Source: an optimization exercise on an open RTL-to-GDS flow (aim: small area, a short achievable clock period and few clock cycles per item). Production flows keep margins and buffers that such runs may drop. At most, simulation tests tie the RTL to the original design; equivalence was not proved. Power figures rest on the tool's default switching activity, not on a simulated workload.

==> flow/design.v <==
`default_nettype none
package lkvc_pkg;
  localparam int MAX_ENTRIES_DEF = 16;
  localparam int KEY_W = 32;
  localparam int VAL_W = 32;
  localparam int CAP_W = 5;
  localparam logic [CAP_W-1:0] CAP_RESET = 5'd16;
  localparam logic OP_GET = 1'b0;
  localparam logic OP_PUT = 1'b1;
  localparam logic [VAL_W-1:0] MISS_VALUE = 32'hFFFF_FFFF;
  localparam logic [VAL_W-1:0] PUT_VALUE = 32'h0000_0000;
endpackage
`default_nettype wire
`default_nettype none
import lkvc_pkg::*;
module lru_key_value_cache #(
  parameter int MAX_ENTRIES = MAX_ENTRIES_DEF
) (
  input  wire                     clk,
  input  wire                     rst_n,
  input  wire                     start,
  output logic                    busy,
  input  wire                     in_opcode,
  input  wire  signed [KEY_W-1:0] in_key,
  input  wire  signed [VAL_W-1:0] in_value,
  output logic                    out_strobe,
  output logic                    out_hit,
  output logic signed [VAL_W-1:0] out_read_value,
  input  wire                     cfg_we,
  input  wire         [CAP_W-1:0] cfg_wdata
);
  localparam int N = MAX_ENTRIES;
  logic [CAP_W-1:0] cap_r;
  logic [N-1:0]     valid_r;      
  logic             full_r;
  logic             s1_vld_r;
  logic             s1_op_r;
  logic [KEY_W-1:0] s1_key_r;
  logic [VAL_W-1:0] s1_val_r;
  logic [N-1:0]     s1_eq_r;      
  logic             s1_same_r;    
  logic [N-1:0]     wr_prev_r;    
  logic             s2_vld_r;
  logic             s2_op_r;
  logic [KEY_W-1:0] s2_key_r;
  logic [VAL_W-1:0] s2_val_r;
  logic [N-1:0]     s2_match_r;   
  logic             s2_found_r;   
  logic [KEY_W-1:0] key_r [N];
  logic [VAL_W-1:0] val_r [N];
  logic             newer_r [N][N];
  logic             res_vld_r;
  logic             res_hit_r;
  logic [VAL_W-1:0] res_val_r;
  assign busy = 1'b0;
  logic [N-1:0]     cap_sel;
  logic [VAL_W-1:0] rd_val;
  always_comb begin
    for (int i = 0; i < N; i++) begin
      cap_sel[i] = (cap_r == CAP_W'(i + 1)) || (i == 0 && cap_r == '0) ||
                   (i == N - 1 && cap_r > CAP_W'(N));
    end
    rd_val = '0;
    for (int i = 0; i < N; i++) begin
      rd_val = rd_val | (val_r[i] & {VAL_W{s2_match_r[i]}});
    end
  end
  logic [N-1:0] victim_r;       
  logic [N-1:0] valid, free, miss_slot, slot, upd, wr;
  logic         s2_put, s2_wrote, s2_putmiss, do_ins;
  always_comb begin
    valid = valid_r;
    for (int i = 0; i < N; i++) begin
      free[i] = !valid_r[i] && ((i == 0) ? 1'b1 : valid_r[i-1]);
    end
    miss_slot = full_r ? victim_r : free;
    s2_put     = s2_op_r == OP_PUT;
    s2_wrote   = s2_vld_r && s2_put;
    s2_putmiss = s2_wrote && !s2_found_r;
    do_ins     = s2_putmiss && !full_r;
    slot = s2_found_r ? s2_match_r : miss_slot;
    upd  = slot & {N{s2_vld_r && (s2_found_r || s2_put)}};
    wr   = slot & {N{s2_wrote}};
  end
  logic [N-1:0] valid_nxt, second, victim_nxt;
  logic         newer_nxt [N][N];
  logic         full_nxt, victim_used;
  always_comb begin
    for (int i = 0; i < N; i++) begin
      for (int j = i + 1; j < N; j++) begin
        newer_nxt[i][j] = upd[i] || (newer_r[i][j] && !upd[j]);
      end
    end
    valid_nxt = do_ins ? {valid_r[N-2:0], 1'b1} : valid_r;
    full_nxt  = |(valid_nxt & cap_sel);
    for (int i = 0; i < N; i++) begin
      logic v;
      v = valid_r[i] && !victim_r[i];
      for (int j = 0; j < N; j++) begin
        if (j < i) begin
          v = v && (newer_r[j][i] || victim_r[j]);
        end else if (j > i) begin
          v = v && (!valid_r[j] || !newer_r[i][j] || victim_r[j]);
        end
      end
      second[i] = v;
    end
    victim_used = |(upd & victim_r);
    if (victim_used) begin
      victim_nxt = second | (victim_r & {N{!valid_r[1]}});
    end else begin
      victim_nxt = victim_r | (upd & {N{!valid_r[0]}});
    end
  end
  logic [N-1:0] s0_eq;
  logic         s0_same;
  always_comb begin
    for (int i = 0; i < N; i++) begin
      s0_eq[i] = key_r[i] == in_key;
    end
    s0_same = in_key == s2_key_r;
  end
  logic [N-1:0] s1_eq, s1_keep, s1_match, s1_match_fix;
  logic         s1_same, s1_found, s1_fwd;
  always_comb begin
    s1_eq = (s1_eq_r & ~wr_prev_r) | (wr_prev_r & {N{s1_same_r}});
    for (int i = 0; i < N; i++) begin
      s1_keep[i] = valid[i] && !(s2_putmiss && miss_slot[i]);
    end
    s1_match = s1_eq & s1_keep;
    s1_same  = (s1_key_r == s2_key_r);
    s1_fwd   = s2_wrote && s1_same;
    s1_found = s1_fwd || (|s1_match);
    s1_match_fix = s1_fwd ? slot : s1_match;
  end
  always_ff @(posedge clk) begin
    if (!rst_n) begin
      s1_vld_r  <= 1'b0;
      s2_vld_r  <= 1'b0;
      res_vld_r <= 1'b0;
      cap_r     <= CAP_RESET;
      valid_r   <= '0;
      full_r    <= 1'b0;
      victim_r  <= '0;
    end else begin
      s1_vld_r  <= start;
      s2_vld_r  <= s1_vld_r;
      res_vld_r <= s2_vld_r;
      if (cfg_we) begin
        cap_r <= cfg_wdata;
      end
      valid_r <= valid_nxt;
      full_r <= full_nxt;
      victim_r <= victim_nxt;
    end
  end
  always_ff @(posedge clk) begin
    s1_op_r    <= in_opcode;
    s1_key_r   <= in_key;
    s1_val_r   <= in_value;
    s1_eq_r    <= s0_eq;
    s1_same_r  <= s0_same;
    wr_prev_r  <= wr;
    s2_op_r    <= s1_op_r;
    s2_key_r   <= s1_key_r;
    s2_val_r   <= s1_val_r;
    s2_match_r <= s1_match_fix;
    s2_found_r <= s1_found;
    for (int i = 0; i < N; i++) begin
      if (wr[i]) begin
        val_r[i] <= s2_val_r;
      end
      if (wr[i] && !s2_found_r) begin
        key_r[i] <= s2_key_r;
      end
      for (int j = i + 1; j < N; j++) begin
        newer_r[i][j] <= newer_nxt[i][j];
      end
    end
    res_hit_r <= s2_found_r;
    if (s2_put) begin
      res_val_r <= PUT_VALUE;
    end else if (s2_found_r) begin
      res_val_r <= rd_val;
    end else begin
      res_val_r <= MISS_VALUE;
    end
  end
  assign out_strobe     = res_vld_r;
  assign out_hit        = res_hit_r;
  assign out_read_value = res_val_r;
endmodule
`default_nettype wire
clock: 6.5 ns
lec_check: 0
cap_margin: 20
core_margin: 2
core_utilization: 60
cts_cluster_diameter: 60
cts_cluster_size: 24
setup_slack_margin: 4.0
slew_margin: 20
standard.sh (not shown) runs the stock make flow with config.mk's settings and CLKGATE_MAP_FILE= SYNTH_SCRIPT=/design/flow/synth_recipe.tcl, a recipe that flattens the netlist after the stock synthesis.
==> flow/flow/run.sh <==
#!/bin/bash
# Standard layout, with clock tree synthesis told not to add dummy loads and
# the port buffers started from the smallest buffer.
set -euo pipefail
export CTS_ARGS="-sink_clustering_enable -repair_clock_nets -dont_use_dummy_load -sink_clustering_size 24 -sink_clustering_max_diameter 60"
export BUFFER_PORTS_ARGS="-buffer_cell sky130_fd_sc_hd__buf_1"
bash standard.sh > standard.log 2>&1
Testbench counts at the start, summed over its fixed seeds: cycles 16,048, items 16,000.
Next try:
--- a/flow/design.v
+++ b/flow/design.v
@@ -63,56 +63,47 @@
     rd_val = '0;
     for (int i = 0; i < N; i++) begin
       rd_val = rd_val | (val_r[i] & {VAL_W{s2_match_r[i]}});
     end
   end
-  logic [N-1:0] victim_r;       
-  logic [N-1:0] valid, free, miss_slot, slot, upd, wr;
+  logic [N-1:0] valid, victim, free, miss_slot, slot, upd, wr;
   logic         s2_put, s2_wrote, s2_putmiss, do_ins;
   always_comb begin
     valid = valid_r;
     for (int i = 0; i < N; i++) begin
+      logic v;
+      v = valid_r[i];
+      for (int j = 0; j < N; j++) begin
+        if (j < i) begin
+          v = v && newer_r[j][i];
+        end else if (j > i) begin
+          v = v && (!valid_r[j] || !newer_r[i][j]);
+        end
+      end
+      victim[i] = v;
       free[i] = !valid_r[i] && ((i == 0) ? 1'b1 : valid_r[i-1]);
     end
-    miss_slot = full_r ? victim_r : free;
+    miss_slot = full_r ? victim : free;
     s2_put     = s2_op_r == OP_PUT;
     s2_wrote   = s2_vld_r && s2_put;
     s2_putmiss = s2_wrote && !s2_found_r;
     do_ins     = s2_putmiss && !full_r;
     slot = s2_found_r ? s2_match_r : miss_slot;
     upd  = slot & {N{s2_vld_r && (s2_found_r || s2_put)}};
     wr   = slot & {N{s2_wrote}};
   end
-  logic [N-1:0] valid_nxt, second, victim_nxt;
+  logic [N-1:0] valid_nxt;
   logic         newer_nxt [N][N];
-  logic         full_nxt, victim_used;
+  logic         full_nxt;
   always_comb begin
     for (int i = 0; i < N; i++) begin
       for (int j = i + 1; j < N; j++) begin
         newer_nxt[i][j] = upd[i] || (newer_r[i][j] && !upd[j]);
       end
     end
     valid_nxt = do_ins ? {valid_r[N-2:0], 1'b1} : valid_r;
     full_nxt  = |(valid_nxt & cap_sel);
-    for (int i = 0; i < N; i++) begin
-      logic v;
-      v = valid_r[i] && !victim_r[i];
-      for (int j = 0; j < N; j++) begin
-        if (j < i) begin
-          v = v && (newer_r[j][i] || victim_r[j]);
-        end else if (j > i) begin
-          v = v && (!valid_r[j] || !newer_r[i][j] || victim_r[j]);
-        end
-      end
-      second[i] = v;
-    end
-    victim_used = |(upd & victim_r);
-    if (victim_used) begin
-      victim_nxt = second | (victim_r & {N{!valid_r[1]}});
-    end else begin
-      victim_nxt = victim_r | (upd & {N{!valid_r[0]}});
-    end
   end
   logic [N-1:0] s0_eq;
   logic         s0_same;
   always_comb begin
     for (int i = 0; i < N; i++) begin
@@ -139,21 +130,19 @@
       s2_vld_r  <= 1'b0;
       res_vld_r <= 1'b0;
       cap_r     <= CAP_RESET;
       valid_r   <= '0;
       full_r    <= 1'b0;
-      victim_r  <= '0;
     end else begin
       s1_vld_r  <= start;
       s2_vld_r  <= s1_vld_r;
       res_vld_r <= s2_vld_r;
       if (cfg_we) begin
         cap_r <= cfg_wdata;
       end
       valid_r <= valid_nxt;
       full_r <= full_nxt;
-      victim_r <= victim_nxt;
     end
   end
   always_ff @(posedge clk) begin
     s1_op_r    <= in_opcode;
     s1_key_r   <= in_key;
Utilization increases by 0.53 points.
Area after synthesis falls by a few percent.
Global-route usage falls by 0.83 points.
Final area drops slightly.
Non-clock buffer count went up by 38.
The RTL of the second run of this note was laid out without a check of its function.

========
RTL: the design.v shown in full above, as it stands there.
clock: 6.5 ns
lec_check: 0
cap_margin: 20
core_margin: 2
core_utilization: 60
cts_cluster_diameter: 60
cts_cluster_size: 24
place_density: 0.72
setup_slack_margin: 4.0
slew_margin: 20
Scripts as last shown in full above: flow/flow/run.sh
Testbench counts at the start, summed over its fixed seeds: cycles 16,048, items 16,000.
Next try:
--- a/flow/design.v
+++ b/flow/design.v
@@ -46,6 +46,8 @@
   logic [VAL_W-1:0] s2_val_r;
   logic [N-1:0]     s2_match_r;   
   logic             s2_found_r;   
+  logic             s2_pm_r;      
+  logic             s2_ph_r;      
   logic [KEY_W-1:0] key_r [N];
   logic [VAL_W-1:0] val_r [N];
   logic             newer_r [N][N];
@@ -76,11 +78,11 @@
     miss_slot = full_r ? victim_r : free;
     s2_put     = s2_op_r == OP_PUT;
     s2_wrote   = s2_vld_r && s2_put;
-    s2_putmiss = s2_wrote && !s2_found_r;
+    s2_putmiss = s2_pm_r;
     do_ins     = s2_putmiss && !full_r;
     slot = s2_found_r ? s2_match_r : miss_slot;
     upd  = slot & {N{s2_vld_r && (s2_found_r || s2_put)}};
-    wr   = slot & {N{s2_wrote}};
+    wr   = (s2_match_r & {N{s2_ph_r}}) | (miss_slot & {N{s2_pm_r}});
   end
   logic [N-1:0] valid_nxt, second, victim_nxt;
   logic         newer_nxt [N][N];
@@ -105,11 +107,11 @@
       end
       second[i] = v;
     end
-    victim_used = |(upd & victim_r);
+    victim_used = s2_vld_r && (s2_found_r ? |(s2_match_r & victim_r) : (s2_put && full_r));
     if (victim_used) begin
       victim_nxt = second | (victim_r & {N{!valid_r[1]}});
     end else begin
-      victim_nxt = victim_r | (upd & {N{!valid_r[0]}});
+      victim_nxt = victim_r | N'(do_ins && !valid_r[0]);
     end
   end
   logic [N-1:0] s0_eq;
@@ -137,6 +139,8 @@
     if (!rst_n) begin
       s1_vld_r  <= 1'b0;
       s2_vld_r  <= 1'b0;
+      s2_pm_r   <= 1'b0;
+      s2_ph_r   <= 1'b0;
       res_vld_r <= 1'b0;
       cap_r     <= CAP_RESET;
       valid_r   <= '0;
@@ -145,6 +149,8 @@
     end else begin
       s1_vld_r  <= start;
       s2_vld_r  <= s1_vld_r;
+      s2_pm_r   <= s1_vld_r && (s1_op_r == OP_PUT) && !s1_found;
+      s2_ph_r   <= s1_vld_r && (s1_op_r == OP_PUT) && s1_found;
       res_vld_r <= s2_vld_r;
       if (cfg_we) begin
         cap_r <= cfg_wdata;
@@ -170,7 +176,7 @@
       if (wr[i]) begin
         val_r[i] <= s2_val_r;
       end
-      if (wr[i] && !s2_found_r) begin
+      if (miss_slot[i] && s2_putmiss) begin
         key_r[i] <= s2_key_r;
       end
       for (int j = i + 1; j < N; j++) begin
Sequential share of layout area goes up by 1.3 points.
Wire length goes down by about 6%.
Clock-buffer cell count goes down by 1.
Area after synthesis goes down by 1.1%.
Total power goes down by 0.49%.
Final cell count goes down by 2.4%.
Hold slack is about the same.
Function not checked in the second run of this note: the RTL went through the layout flow alone.

========
Starts from the design.v that is shown in full above.
==> flow/config.mk <==
export PLATFORM = sky130hd
export DESIGN_NAME = lru_key_value_cache
export DESIGN_NICKNAME = lru_key_value_cache
export VERILOG_FILES = /design/flow/design.v
export SDC_FILE = /design/flow/constraint.sdc
export NUM_CORES = 4
export LEC_CHECK = 0
export CAP_MARGIN = 20
export CORE_MARGIN = 2
export CORE_UTILIZATION = 60
export CTS_CLUSTER_DIAMETER = 45
export CTS_CLUSTER_SIZE = 16
export PLACE_DENSITY = 0.72
export SETUP_SLACK_MARGIN = 4.0
export SLEW_MARGIN = 20
==> flow/constraint.sdc <==
create_clock -name core_clock -period 6.5 [get_ports {clk}]
set_input_delay 1.3000 -clock core_clock [delete_from_list [all_inputs] [get_ports {clk}]]
set_output_delay 1.3000 -clock core_clock [all_outputs]
set_load 0.01 [all_outputs]
==> flow/flow/run.sh <==
#!/bin/bash
# Standard layout, with clock tree synthesis told not to add dummy loads and
# the port buffers started from the smallest buffer.
set -euo pipefail
export CTS_ARGS="-sink_clustering_enable -repair_clock_nets -dont_use_dummy_load -sink_clustering_size 16 -sink_clustering_max_diameter 45 -buf_list sky130_fd_sc_hd__clkbuf_8 -root_buf sky130_fd_sc_hd__clkbuf_16"
export BUFFER_PORTS_ARGS="-buffer_cell sky130_fd_sc_hd__buf_1"
bash standard.sh > standard.log 2>&1
The baseline went through all stages and came out clean.
Testbench counts at the start, summed over its fixed seeds: cycles 16,048, items 16,000.
==> next run, changes <==
--- a/flow/design.v
+++ b/flow/design.v
@@ -106,9 +106,9 @@
       second[i] = v;
     end
-    victim_used = |(upd & victim_r);
+    victim_used = s2_vld_r && (s2_found_r ? |(s2_match_r & victim_r) : (s2_put && full_r));
     if (victim_used) begin
       victim_nxt = second | (victim_r & {N{!valid_r[1]}});
     end else begin
-      victim_nxt = victim_r | (upd & {N{!valid_r[0]}});
+      victim_nxt = victim_r | N'(do_ins && !valid_r[0]);
     end
   end
Worst hold slack improves by 6.1 ps.
Routed wire length went down by 2.4%.
Global-route usage went down by 0.52 points.
Flip-flop and latch count is unchanged.
Die area went down by 0.47%.
Final area went down by 1.5%.
Non-clock buffer count went down by 24.
Via count went down by 1.6%.
Setup slack improves by 18 ps.
Sequential share of layout area went up by 0.97 points.
Combinational power went down by about 1%.
Final cell count went down by 2.0%.
Power barely changes.
Core utilization went down by 0.82 points.
The RTL of the second run of this note was laid out without a check of its function.

========
P:
Another version of the RTL of lru_key_value_cache (not shown whole).
For scale: about 3500 cells after synthesis, ~1400 flip-flops, ~51000 um2 of cells after synthesis.
==> module lru_key_value_cache, before the edit <==
module lru_key_value_cache #(
  parameter int MAX_ENTRIES = MAX_ENTRIES_DEF
) (
  input  wire                     clk,
  input  wire                     rst_n,
  input  wire                     start,
  output logic                    busy,
  input  wire                     in_opcode,
  input  wire  signed [KEY_W-1:0] in_key,
  input  wire  signed [VAL_W-1:0] in_value,
  output logic                    out_strobe,
  output logic                    out_hit,
  output logic signed [VAL_W-1:0] out_read_value,
  input  wire                     cfg_we,
  input  wire         [CAP_W-1:0] cfg_wdata
);
  localparam int N = MAX_ENTRIES;
  logic [CAP_W-1:0] cap_r;
  logic [N-1:0]     valid_r;      
  logic             full_r;
  logic             s1_vld_r;
  logic             s1_op_r;
  logic [KEY_W-1:0] s1_key_r;
  logic [VAL_W-1:0] s1_val_r;
  logic             s2_vld_r;
  logic             s2_op_r;
  logic [KEY_W-1:0] s2_key_r;
  logic [VAL_W-1:0] s2_val_r;
  logic [N-1:0]     s2_match_r;   
  logic             s2_found_r;   
  logic [KEY_W-1:0] key_r [N];
  logic [VAL_W-1:0] val_r [N];
  logic             newer_r [N][N];
  logic             res_vld_r;
  logic             res_hit_r;
  logic [VAL_W-1:0] res_val_r;
  assign busy = 1'b0;
  logic [N-1:0]     cap_sel;
  logic [VAL_W-1:0] rd_val;
  always_comb begin
    for (int i = 0; i < N; i++) begin
      cap_sel[i] = (cap_r == CAP_W'(i + 1)) || (i == 0 && cap_r == '0) ||
                   (i == N - 1 && cap_r > CAP_W'(N));
    end
    rd_val = '0;
    for (int i = 0; i < N; i++) begin
      rd_val = rd_val | (val_r[i] & {VAL_W{s2_match_r[i]}});
    end
  end
  logic [N-1:0] victim_r;       
  logic [N-1:0] valid, free, miss_slot, slot, upd, wr;
  logic         s2_put, s2_wrote, s2_putmiss, do_ins;
  always_comb begin
    valid = valid_r;
    for (int i = 0; i < N; i++) begin
      free[i] = !valid_r[i] && ((i == 0) ? 1'b1 : valid_r[i-1]);
    end
    miss_slot = full_r ? victim_r : free;
    s2_put     = s2_op_r == OP_PUT;
    s2_wrote   = s2_vld_r && s2_put;
    s2_putmiss = s2_wrote && !s2_found_r;
    do_ins     = s2_putmiss && !full_r;
    slot = s2_found_r ? s2_match_r : miss_slot;
    upd  = slot & {N{s2_vld_r && (s2_found_r || s2_put)}};
    wr   = slot & {N{s2_wrote}};
  end
  logic [N-1:0] valid_nxt, second, victim_nxt;
  logic         newer_nxt [N][N];
  logic         full_nxt, victim_used;
  always_comb begin
    for (int i = 0; i < N; i++) begin
      for (int j = i + 1; j < N; j++) begin
        newer_nxt[i][j] = upd[i] || (newer_r[i][j] && !upd[j]);
      end
    end
    valid_nxt = do_ins ? {valid_r[N-2:0], 1'b1} : valid_r;
    full_nxt  = |(valid_nxt & cap_sel);
    for (int i = 0; i < N; i++) begin
      logic v;
      v = valid_r[i] && !victim_r[i];
      for (int j = 0; j < N; j++) begin
        if (j < i) begin
          v = v && (newer_r[j][i] || victim_r[j]);
        end else if (j > i) begin
          v = v && (!valid_r[j] || !newer_r[i][j] || victim_r[j]);
        end
      end
      second[i] = v;
    end
    victim_used = |(upd & victim_r);
    if (victim_used) begin
      victim_nxt = second | (victim_r & {N{!valid_r[1]}});
    end else begin
      victim_nxt = victim_r | (upd & {N{!valid_r[0]}});
    end
  end
  logic [N-1:0] s1_eq, s1_keep, s1_match, s1_match_fix;
  logic         s1_same, s1_found, s1_fwd;
  always_comb begin
    for (int i = 0; i < N; i++) begin
      s1_eq[i]   = key_r[i] == s1_key_r;
      s1_keep[i] = valid[i] && !(s2_putmiss && miss_slot[i]);
    end
    s1_match = s1_eq & s1_keep;
    s1_same  = (s1_key_r == s2_key_r);
    s1_fwd   = s2_wrote && s1_same;
    s1_found = s1_fwd || (|s1_match);
    s1_match_fix = s1_fwd ? slot : s1_match;
  end
  always_ff @(posedge clk) begin
    if (!rst_n) begin
      s1_vld_r  <= 1'b0;
      s2_vld_r  <= 1'b0;
      res_vld_r <= 1'b0;
      cap_r     <= CAP_RESET;
      valid_r   <= '0;
      full_r    <= 1'b0;
      victim_r  <= '0;
    end else begin
      s1_vld_r  <= start;
      s2_vld_r  <= s1_vld_r;
      res_vld_r <= s2_vld_r;
      if (cfg_we) begin
        cap_r <= cfg_wdata;
      end
      valid_r <= valid_nxt;
      full_r <= full_nxt;
      victim_r <= victim_nxt;
    end
  end
  always_ff @(posedge clk) begin
    s1_op_r    <= in_opcode;
    s1_key_r   <= in_key;
    s1_val_r   <= in_value;
    s2_op_r    <= s1_op_r;
    s2_key_r   <= s1_key_r;
    s2_val_r   <= s1_val_r;
    s2_match_r <= s1_match_fix;
    s2_found_r <= s1_found;
    for (int i = 0; i < N; i++) begin
      if (wr[i]) begin
        val_r[i] <= s2_val_r;
      end
      if (wr[i] && !s2_found_r) begin
        key_r[i] <= s2_key_r;
      end
      for (int j = i + 1; j < N; j++) begin
        newer_r[i][j] <= newer_nxt[i][j];
      end
    end
    res_hit_r <= s2_found_r;
    if (s2_put) begin
      res_val_r <= PUT_VALUE;
    end else if (s2_found_r) begin
      res_val_r <= rd_val;
    end else begin
      res_val_r <= MISS_VALUE;
    end
  end
  assign out_strobe     = res_vld_r;
  assign out_hit        = res_hit_r;
  assign out_read_value = res_val_r;
endmodule
export LEC_CHECK = 0
export CAP_MARGIN = 20
export CORE_MARGIN = 2
export CORE_UTILIZATION = 60
export CTS_CLUSTER_DIAMETER = 60
export CTS_CLUSTER_SIZE = 24
export SETUP_SLACK_MARGIN = 4.0
export SLEW_MARGIN = 20
create_clock -name core_clock -period 6.5 [get_ports {clk}]
==> flow/flow/run.sh <==
#!/bin/bash
# Standard layout, with clock tree synthesis told not to add dummy loads.
set -euo pipefail
export CTS_ARGS="-sink_clustering_enable -repair_clock_nets -dont_use_dummy_load -sink_clustering_size 24 -sink_clustering_max_diameter 60"
bash standard.sh > standard.log 2>&1
Setup changes, P to Q
diff --git a/flow/design.v b/flow/design.v
--- a/flow/design.v
+++ b/flow/design.v
@@ -62,26 +62,22 @@
       rd_val = rd_val | (val_r[i] & {VAL_W{s2_match_r[i]}});
     end
   end
-  logic [N-1:0] victim_r;       
-  logic [N-1:0] valid, free, miss_slot, slot, upd, wr;
+  logic [N-1:0] miss_slot_r;    
+  logic [N-1:0] valid, slot, upd, wr;
   logic         s2_put, s2_wrote, s2_putmiss, do_ins;
   always_comb begin
     valid = valid_r;
-    for (int i = 0; i < N; i++) begin
-      free[i] = !valid_r[i] && ((i == 0) ? 1'b1 : valid_r[i-1]);
-    end
-    miss_slot = full_r ? victim_r : free;
     s2_put     = s2_op_r == OP_PUT;
     s2_wrote   = s2_vld_r && s2_put;
     s2_putmiss = s2_wrote && !s2_found_r;
     do_ins     = s2_putmiss && !full_r;
-    slot = s2_found_r ? s2_match_r : miss_slot;
+    slot = s2_found_r ? s2_match_r : miss_slot_r;
     upd  = slot & {N{s2_vld_r && (s2_found_r || s2_put)}};
     wr   = slot & {N{s2_wrote}};
   end
-  logic [N-1:0] valid_nxt, second, victim_nxt;
+  logic [N-1:0] valid_nxt, victim_nxt, free_nxt;
   logic         newer_nxt [N][N];
-  logic         full_nxt, victim_used;
+  logic         full_nxt;
   always_comb begin
     for (int i = 0; i < N; i++) begin
       for (int j = i + 1; j < N; j++) begin
@@ -89,32 +85,29 @@
       end
     end
     valid_nxt = do_ins ? {valid_r[N-2:0], 1'b1} : valid_r;
-    full_nxt  = |(valid_nxt & cap_sel);
+    for (int i = 0; i < N; i++) begin
+      free_nxt[i] = !valid_nxt[i] && ((i == 0) ? 1'b1 : valid_nxt[i-1]);
+    end
     for (int i = 0; i < N; i++) begin
       logic v;
-      v = valid_r[i] && !victim_r[i];
+      v = valid_nxt[i];
       for (int j = 0; j < N; j++) begin
         if (j < i) begin
-          v = v && (newer_r[j][i] || victim_r[j]);
+          v = v && newer_nxt[j][i];
         end else if (j > i) begin
-          v = v && (!valid_r[j] || !newer_r[i][j] || victim_r[j]);
+          v = v && (!valid_nxt[j] || !newer_nxt[i][j]);
         end
       end
-      second[i] = v;
+      victim_nxt[i] = v;
     end
-    victim_used = |(upd & victim_r);
-    if (victim_used) begin
-      victim_nxt = second | (victim_r & {N{!valid_r[1]}});
-    end else begin
-      victim_nxt = victim_r | (upd & {N{!valid_r[0]}});
-    end
+    full_nxt = |(valid_nxt & cap_sel);
   end
   logic [N-1:0] s1_eq, s1_keep, s1_match, s1_match_fix;
   logic         s1_same, s1_found, s1_fwd;
   always_comb begin
     for (int i = 0; i < N; i++) begin
       s1_eq[i]   = key_r[i] == s1_key_r;
-      s1_keep[i] = valid[i] && !(s2_putmiss && miss_slot[i]);
+      s1_keep[i] = valid[i] && !(s2_putmiss && miss_slot_r[i]);
     end
     s1_match = s1_eq & s1_keep;
     s1_same  = (s1_key_r == s2_key_r);
@@ -130,7 +123,7 @@
       cap_r     <= CAP_RESET;
       valid_r   <= '0;
       full_r    <= 1'b0;
-      victim_r  <= '0;
+      miss_slot_r <= N'(1);
     end else begin
       s1_vld_r  <= start;
       s2_vld_r  <= s1_vld_r;
@@ -140,7 +133,7 @@
       end
       valid_r <= valid_nxt;
       full_r <= full_nxt;
-      victim_r <= victim_nxt;
+      miss_slot_r <= full_nxt ? victim_nxt : free_nxt;
     end
   end
   always_ff @(posedge clk) begin
--- outcome ---
- Result for Q and P: all clean
- Comparing Q and P, the lower post-synthesis area per instance was measured on P.
- Diff P -> Q: per-cell via count in the routed design climbed 0.091; combinational power share stayed essentially flat.
- [compare] base=P new=Q: standard cell area after detailed placement fell by 1.4%; clock power now sits at about the same level; worst setup slack after layout fell 0.096 ns; routed wire length dropped about 3%.
- In the flow results for Q and P, the critical path depth is smaller on P.
No functional check of the RTL was part of any run of this note.

re-timing with driven ports:
The results above use ideal ports. As a check the final layouts listed here were re-extracted and re-timed, cells and wires unchanged.
Step 1, drivers: a clkbuf_16 drives clk and a buf_2 each remaining input, both assumed.
Step 2, shift: input delay + t, output delay - t, t = (earliest + latest rising clock arrival at the registers) / 2. This alone moves slack from input paths to output paths.
Slacks: ideal ports / drivers / drivers and shift; pairs: ideal ports / drivers.
run	t (ns)	setup WS [ns]	pins driven straight from the clock port
the first run of note 1	0.739	3.944 / 3.959 / 3.251	1
the second run of note 1	0.708	3.882 / 3.882 / 3.310	1
the first run of note 2	0.708	3.966 / 3.962 / 3.362	1
the second run of note 2	0.723	3.976 / 3.971 / 3.305	1
the first run of note 3	0.755	3.980 / 3.909 / 3.291	1
the second run of note 3	0.742	3.997 / 3.933 / 3.304	1
P	0.726	3.869 / 3.869 / 3.743	1
Q	0.718	3.773 / 3.773 / 3.263	1
After both steps setup and hold are still met in every run listed.
